This design comes from an exercise in tuning for small area, a short achievable clock period and few clock cycles per item on the open sky130 flow, not from production work.
Function was checked by simulation only, so behaviour that the tests miss may differ from the original.
Power and IR drop assume default switching activity.

run 1:
## conv_engine_top
module conv_engine_top (
    input  logic                            clk,
    input  logic                            rst_n,
    input  logic                            in_valid,
    input  logic [conv_pkg::DATA_WIDTH-1:0] in_data,
    input  logic                            in_is_weight,
    input  logic                            out_credit,
    output logic                            in_credit,
    output logic                            out_valid,
    output logic [conv_pkg::DATA_WIDTH-1:0] out_data
);
    localparam DW    = conv_pkg::DATA_WIDTH;
    localparam AW    = conv_pkg::ACC_WIDTH;
    localparam OC    = conv_pkg::OUT_CHANNELS;
    localparam LEN   = conv_pkg::PIXELS;
    localparam PIX_W = conv_pkg::PIX_W;
    logic                 head_valid;
    logic                 head_is_weight;
    logic [DW-1:0]        head_data;
    logic                 kernel_pop;
    logic                 pixel_pop;
    logic [PIX_W-1:0]     phase;
    logic [OC*DW-1:0]     weights;
    logic [OC*DW-1:0]     biases;
    logic                 drain_free;
    logic [OC-1:0]        acc_done;
    logic [OC*(DW+2)-1:0] acc;
    always_ff @(posedge clk or negedge rst_n) begin
        if (!rst_n) begin
            phase <= '0;
        end else begin
            phase <= (phase == LEN - 1) ? '0 : phase + 1'b1;
        end
    end
    window_buffer u_fifo (
        .clk           (clk),
        .rst_n         (rst_n),
        .in_valid      (in_valid),
        .in_data       (in_data),
        .in_is_weight  (in_is_weight),
        .pop           (kernel_pop || pixel_pop),
        .head_valid    (head_valid),
        .head_is_weight(head_is_weight),
        .head_data     (head_data),
        .in_credit     (in_credit)
    );
    kernel_store u_kernel_store (
        .clk           (clk),
        .rst_n         (rst_n),
        .head_valid    (head_valid),
        .head_is_weight(head_is_weight),
        .head_data     (head_data),
        .phase         (phase),
        .kernel_pop    (kernel_pop),
  ...
Size: ~5900 cells after synthesis, about 2700 flip-flops, roughly 23 I/O pins, ~0.082 mm² of cells after synthesis.
export LEC_CHECK = 0
export CAP_MARGIN = 20
export CORE_MARGIN = 2
export CORE_UTILIZATION = 70
export CTS_CLUSTER_DIAMETER = 60
export CTS_CLUSTER_SIZE = 30
export SETUP_SLACK_MARGIN = 0.5
export SLEW_MARGIN = 20
create_clock -name core_clock -period 13.0 [get_ports {clk}]
standard.sh (not shown) runs the stock make flow with config.mk's settings and CLKGATE_MAP_FILE= SYNTH_SCRIPT=/design/flow/synth_recipe.tcl, a recipe that flattens the netlist after the stock synthesis.
==> flow/flow/run.sh <==
#!/bin/bash
# Standard layout, with the port buffers made of plain buf_4 cells instead
# of the flow's default pick, a slow delay buffer.
set -euo pipefail
export BUFFER_PORTS_ARGS="-buffer_cell sky130_fd_sc_hd__buf_4"
bash standard.sh > standard_flow.log 2>&1
Testbench counts of run 1, summed over its fixed seeds: cycles 8,752, windows 320.
--- input diff run 1..run 2 ---
# run 1
export LEC_CHECK = 0
export CAP_MARGIN = 20
export CORE_MARGIN = 2
export CORE_UTILIZATION = 70
export CTS_CLUSTER_DIAMETER = 60
export CTS_CLUSTER_SIZE = 30
export SETUP_SLACK_MARGIN = 0.5
export SLEW_MARGIN = 20
create_clock -name core_clock -period 13.0 [get_ports {clk}]
# run 2
export LEC_CHECK = 0
export CAP_MARGIN = 20
export CORE_MARGIN = 2
export CORE_UTILIZATION = 40
export CTS_CLUSTER_DIAMETER = 70
export CTS_CLUSTER_SIZE = 30
export SETUP_SLACK_MARGIN = 0.5
export SLEW_MARGIN = 20
create_clock -name core_clock -period 13.0 [get_ports {clk}]
--- outcome ---
- On met1 wire length, the higher figure sits with run 2, not run 1.
- Run 2: count of clock-buffer cells in the layout is 2.0% lower than what run 1 reported.
- Final design area excluding fillers: lower on run 1
- Looking at shortest clock period the worst path allows after layout, run 2 sits 28 ps higher than run 1 does.
- On combinational power share, run 2 tracks run 1 almost exactly.
Inputs modified between run 2 and run 3:
# run 2
export LEC_CHECK = 0
export CAP_MARGIN = 20
export CORE_MARGIN = 2
export CORE_UTILIZATION = 40
export CTS_CLUSTER_DIAMETER = 70
export CTS_CLUSTER_SIZE = 30
export SETUP_SLACK_MARGIN = 0.5
export SLEW_MARGIN = 20
create_clock -name core_clock -period 13.0 [get_ports {clk}]
# run 3
export LEC_CHECK = 0
export CAP_MARGIN = 20
export CORE_MARGIN = 2
export CORE_UTILIZATION = 60
export CTS_CLUSTER_DIAMETER = 120
export CTS_CLUSTER_SIZE = 26
export SETUP_SLACK_MARGIN = 0.5
export SLEW_MARGIN = 20
create_clock -name core_clock -period 13.0 [get_ports {clk}]
Findings:
[compare] base=run 2 new=run 3: aggregate routed wire length decreased by about 3% relative to the old numbers; count of buffers from port buffering closely matched the old numbers.
Between run 2 and run 3, the difference in met1 wire length is negligible.
Going from run 2 to run 3, count of clock-buffer cells in the layout shrank by a little under 10%.
Compared with run 2, run 3 shows a final critical-path setup slack that is 35 ps higher.
Summary of run 3 over run 2: switching power lost 410 µW; register share of the cell area has increased.
Going from run 2 to run 3, via total after detailed routing now smaller; sequential power comparable; number of cells in the finished layout apart from fillers now smaller.
The worst voltage drop across the vdd grid in run 2 is 0.78 times that in run 3.
[inputs] run 4 vs run 3
# run 3
export LEC_CHECK = 0
export CAP_MARGIN = 20
export CORE_MARGIN = 2
export CORE_UTILIZATION = 60
export CTS_CLUSTER_DIAMETER = 120
export CTS_CLUSTER_SIZE = 26
export SETUP_SLACK_MARGIN = 0.5
export SLEW_MARGIN = 20
create_clock -name core_clock -period 13.0 [get_ports {clk}]
# run 4
export LEC_CHECK = 0
export CAP_MARGIN = 20
export CORE_MARGIN = 2
export CORE_UTILIZATION = 60
export CTS_CLUSTER_DIAMETER = 70
export CTS_CLUSTER_SIZE = 24
export SETUP_SLACK_MARGIN = 0.5
export SLEW_MARGIN = 20
create_clock -name core_clock -period 13.0 [get_ports {clk}]
Notes after the runs:
- | clock buffer instance count of the final layout | run 4 vs run 3 | 22 higher |
- For the power, run 4 came in 1000 µW higher than run 3 did.
- [compare] base=run 3 new=run 4: via count grew by 476, final wirelength grew by 0.80%.
- On worst slack at placement, run 4 tracks run 3 almost exactly.
- | minimum hold slack | run 4 vs run 3 | 16 ps higher |
- The routed length on met1 in run 4 sits 2.1% below the value recorded for run 3.
- Run 4: area fraction of clock buffers and clock inverters 1.8 points above run 3
## Diff of input files: run 5 against run 4
# run 4
export LEC_CHECK = 0
export CAP_MARGIN = 20
export CORE_MARGIN = 2
export CORE_UTILIZATION = 60
export CTS_CLUSTER_DIAMETER = 70
export CTS_CLUSTER_SIZE = 24
export SETUP_SLACK_MARGIN = 0.5
export SLEW_MARGIN = 20
create_clock -name core_clock -period 13.0 [get_ports {clk}]
# run 5
export LEC_CHECK = 0
export CAP_MARGIN = 20
export CORE_MARGIN = 2
export CORE_UTILIZATION = 60
export CTS_CLUSTER_DIAMETER = 100
export CTS_CLUSTER_SIZE = 30
export SETUP_SLACK_MARGIN = 0.5
export SLEW_MARGIN = 20
create_clock -name core_clock -period 13.0 [get_ports {clk}]
### Flow results
Taking run 4 as the reference point, the count of inserted antenna diode cells of run 5 falls by 6. Critical path depth in cells: run 4 vs run 5 identical. Cell count: run 5 lower than run 4. From run 4 to run 5 the numbers moved as follows: highest clock rate ~0 delta, total power down about 7.5%, utilization went down 1.4 points, wire length after detailed routing -1.2%. Run 5 ended up with a lower worst-margin pin slew than run 4 did. Power per cell area down 9.6 mW/mm² in run 5 wrt run 4. Sequential share of layout area is higher on run 5.

========
Starting RTL as in the previous note.
==> flow/design.v (excerpt) <==
module conv_engine_top (
    input  logic                            clk,
    input  logic                            rst_n,
    input  logic                            in_valid,
    input  logic [conv_pkg::DATA_WIDTH-1:0] in_data,
    input  logic                            in_is_weight,
    input  logic                            out_credit,
    output logic                            in_credit,
    output logic                            out_valid,
    output logic [conv_pkg::DATA_WIDTH-1:0] out_data
);
    localparam DW    = conv_pkg::DATA_WIDTH;
    localparam AW    = conv_pkg::ACC_WIDTH;
    localparam OC    = conv_pkg::OUT_CHANNELS;
    localparam LEN   = conv_pkg::PIXELS;
    localparam PIX_W = conv_pkg::PIX_W;
    logic                 head_valid;
    logic                 head_is_weight;
    logic [DW-1:0]        head_data;
    logic                 kernel_pop;
    logic                 pixel_pop;
    logic [PIX_W-1:0]     phase;
    logic [OC*DW-1:0]     weights;
    logic [OC*DW-1:0]     biases;
    logic                 drain_free;
    logic [OC-1:0]        acc_done;
    logic [OC*(DW+2)-1:0] acc;
    always_ff @(posedge clk or negedge rst_n) begin
        if (!rst_n) begin
  ...
clock: 13.0 ns
lec_check: 0
cap_margin: 20
core_margin: 2
core_utilization: 60
cts_cluster_diameter: 100
cts_cluster_size: 30
gpl_timing_driven: 0
setup_slack_margin: 0.5
slew_margin: 20
Scripts as last shown in full above: flow/flow/run.sh
Testbench counts at the start, summed over its fixed seeds: cycles 8,752, windows 320.
Next try:
- CAP_MARGIN: 20 -> 5
- GPL_TIMING_DRIVEN: 0 -> default
- SLEW_MARGIN: 20 -> 5
=> Via count fell by 1.8%; design area fell by 0.45%; total power falls by 0.64%; hold slack hardly moves; global-route usage decreases by 1.4 points; non-clock buffer count shrinks by 97; critical path depth came out lower by 10; cell count decreases by 1.2%; synthesized cell count does not change; core utilization decreases by 0.29 points.
Next try:
- CAP_MARGIN: 5 -> 20
- CTS_CLUSTER_DIAMETER: 100 -> 60
- CTS_CLUSTER_SIZE: 30 -> 40
- SLEW_MARGIN: 5 -> 20
=> Total power increases by 12%. Final area came out higher by 3.2%. Worst setup slack improved by 0.0050 ns. Hold slack is worse by 0.013 ns. Sequential share of layout area went down by 2.0 points. Wire length increases by 0.94%. First-iteration DRC count grows by 5.2%.

========
Setup of birch:
Starting RTL as in the previous note.
Design conv_engine_top, start of the top module:
module conv_engine_top (
    input  logic                            clk,
    input  logic                            rst_n,
    input  logic                            in_valid,
    input  logic [conv_pkg::DATA_WIDTH-1:0] in_data,
    input  logic                            in_is_weight,
    input  logic                            out_credit,
    output logic                            in_credit,
    output logic                            out_valid,
    output logic [conv_pkg::DATA_WIDTH-1:0] out_data
);
==> flow/config.mk <==
export PLATFORM = sky130hd
export DESIGN_NAME = conv_engine_top
export DESIGN_NICKNAME = conv_engine_top
export VERILOG_FILES = /design/flow/design.v
export SDC_FILE = /design/flow/constraint.sdc
export NUM_CORES = 4
export LEC_CHECK = 0
export CAP_MARGIN = 20
export CORE_MARGIN = 2
export CORE_UTILIZATION = 60
export CTS_CLUSTER_DIAMETER = 140
export CTS_CLUSTER_SIZE = 30
export SETUP_SLACK_MARGIN = 0.5
export SLEW_MARGIN = 20
==> flow/constraint.sdc <==
create_clock -name core_clock -period 13.0 [get_ports {clk}]
set_input_delay 2.6000 -clock core_clock [delete_from_list [all_inputs] [get_ports {clk}]]
set_output_delay 2.6000 -clock core_clock [all_outputs]
set_load 0.01 [all_outputs]
Scripts as last shown in full above: flow/flow/run.sh
Testbench counts of birch, summed over its fixed seeds: cycles 8,752, windows 320.
Inputs modified between birch and pine:
-- flow/config.mk --
<<< birch, line 10
export CORE_UTILIZATION = 60
export CTS_CLUSTER_DIAMETER = 140
export CTS_CLUSTER_SIZE = 30
>>> pine, line 10
export CORE_UTILIZATION = 60
export CTS_CLUSTER_DIAMETER = 70
export CTS_CLUSTER_SIZE = 30
[summary]
pine vs birch — overall power after layout climbed by a little under 10%
Compared with birch, pine shows a lower slew at the pin closest to its max-slew limit.
Core occupancy in the finished layout (pine over birch): increase, 1.2 points
pine against birch; routed wire length is up slightly.
In pine the final cell count turned out about 0.9% higher than in birch.
In the final reports, the cell area of pine is larger than that of birch.
~same sequential cell area in the final layout in birch and pine

-- port drivers added, routing unchanged --
Ports are ideal in the flow. The routed layouts listed here were re-timed in OpenROAD.
Step 1 sets driving cells, clkbuf_16 on the clock port and buf_2 on the other inputs (assumed; they add their load-dependent delay and slew).
Step 2 adds t to the input delays and takes it off the output delays; t is the mean of the earliest and latest rising clock arrival at the registers after step 1. Input paths then give back, and output paths get back, about the clock's delay inside the block.
Slacks: no drivers / after step 1 / after step 2; pairs: no drivers / after step 1.
| run | t (ns) | setup slack, ns | worst register clock-pin slew, ns |
|---|---|---|---|
| run 1 | 0.828 | 9.124 / 9.054 / 8.999 | 0.11 / 0.11 |
| run 2 | 0.865 | 9.096 / 9.013 / 9.034 | 0.11 / 0.11 |
| run 3 | 0.816 | 9.131 / 9.055 / 9.029 | 0.11 / 0.11 |
| run 4 | 0.852 | 9.138 / 9.068 / 8.996 | 0.09 / 0.09 |
| run 5 | 0.820 | 9.145 / 9.068 / 9.019 | 0.12 / 0.12 |
| the first run of note 2 | 0.824 | 9.077 / 9.046 / 8.700 | 0.12 / 0.12 |
| the second run of note 2 | 0.819 | 9.146 / 9.069 / 9.026 | 0.12 / 0.12 |
| the third run of note 2 | 0.837 | 9.151 / 9.081 / 8.996 | 0.13 / 0.13 |
| birch | 0.811 | 9.148 / 9.072 / 9.028 | 0.12 / 0.12 |
| pine | 0.835 | 9.142 / 9.067 / 9.021 | 0.11 / 0.11 |
After both steps every run listed still meets setup and hold. The setup slack of the first run of note 2, which loses most, moves by -0.031 ns with the drivers and by -0.377 ns with both steps.
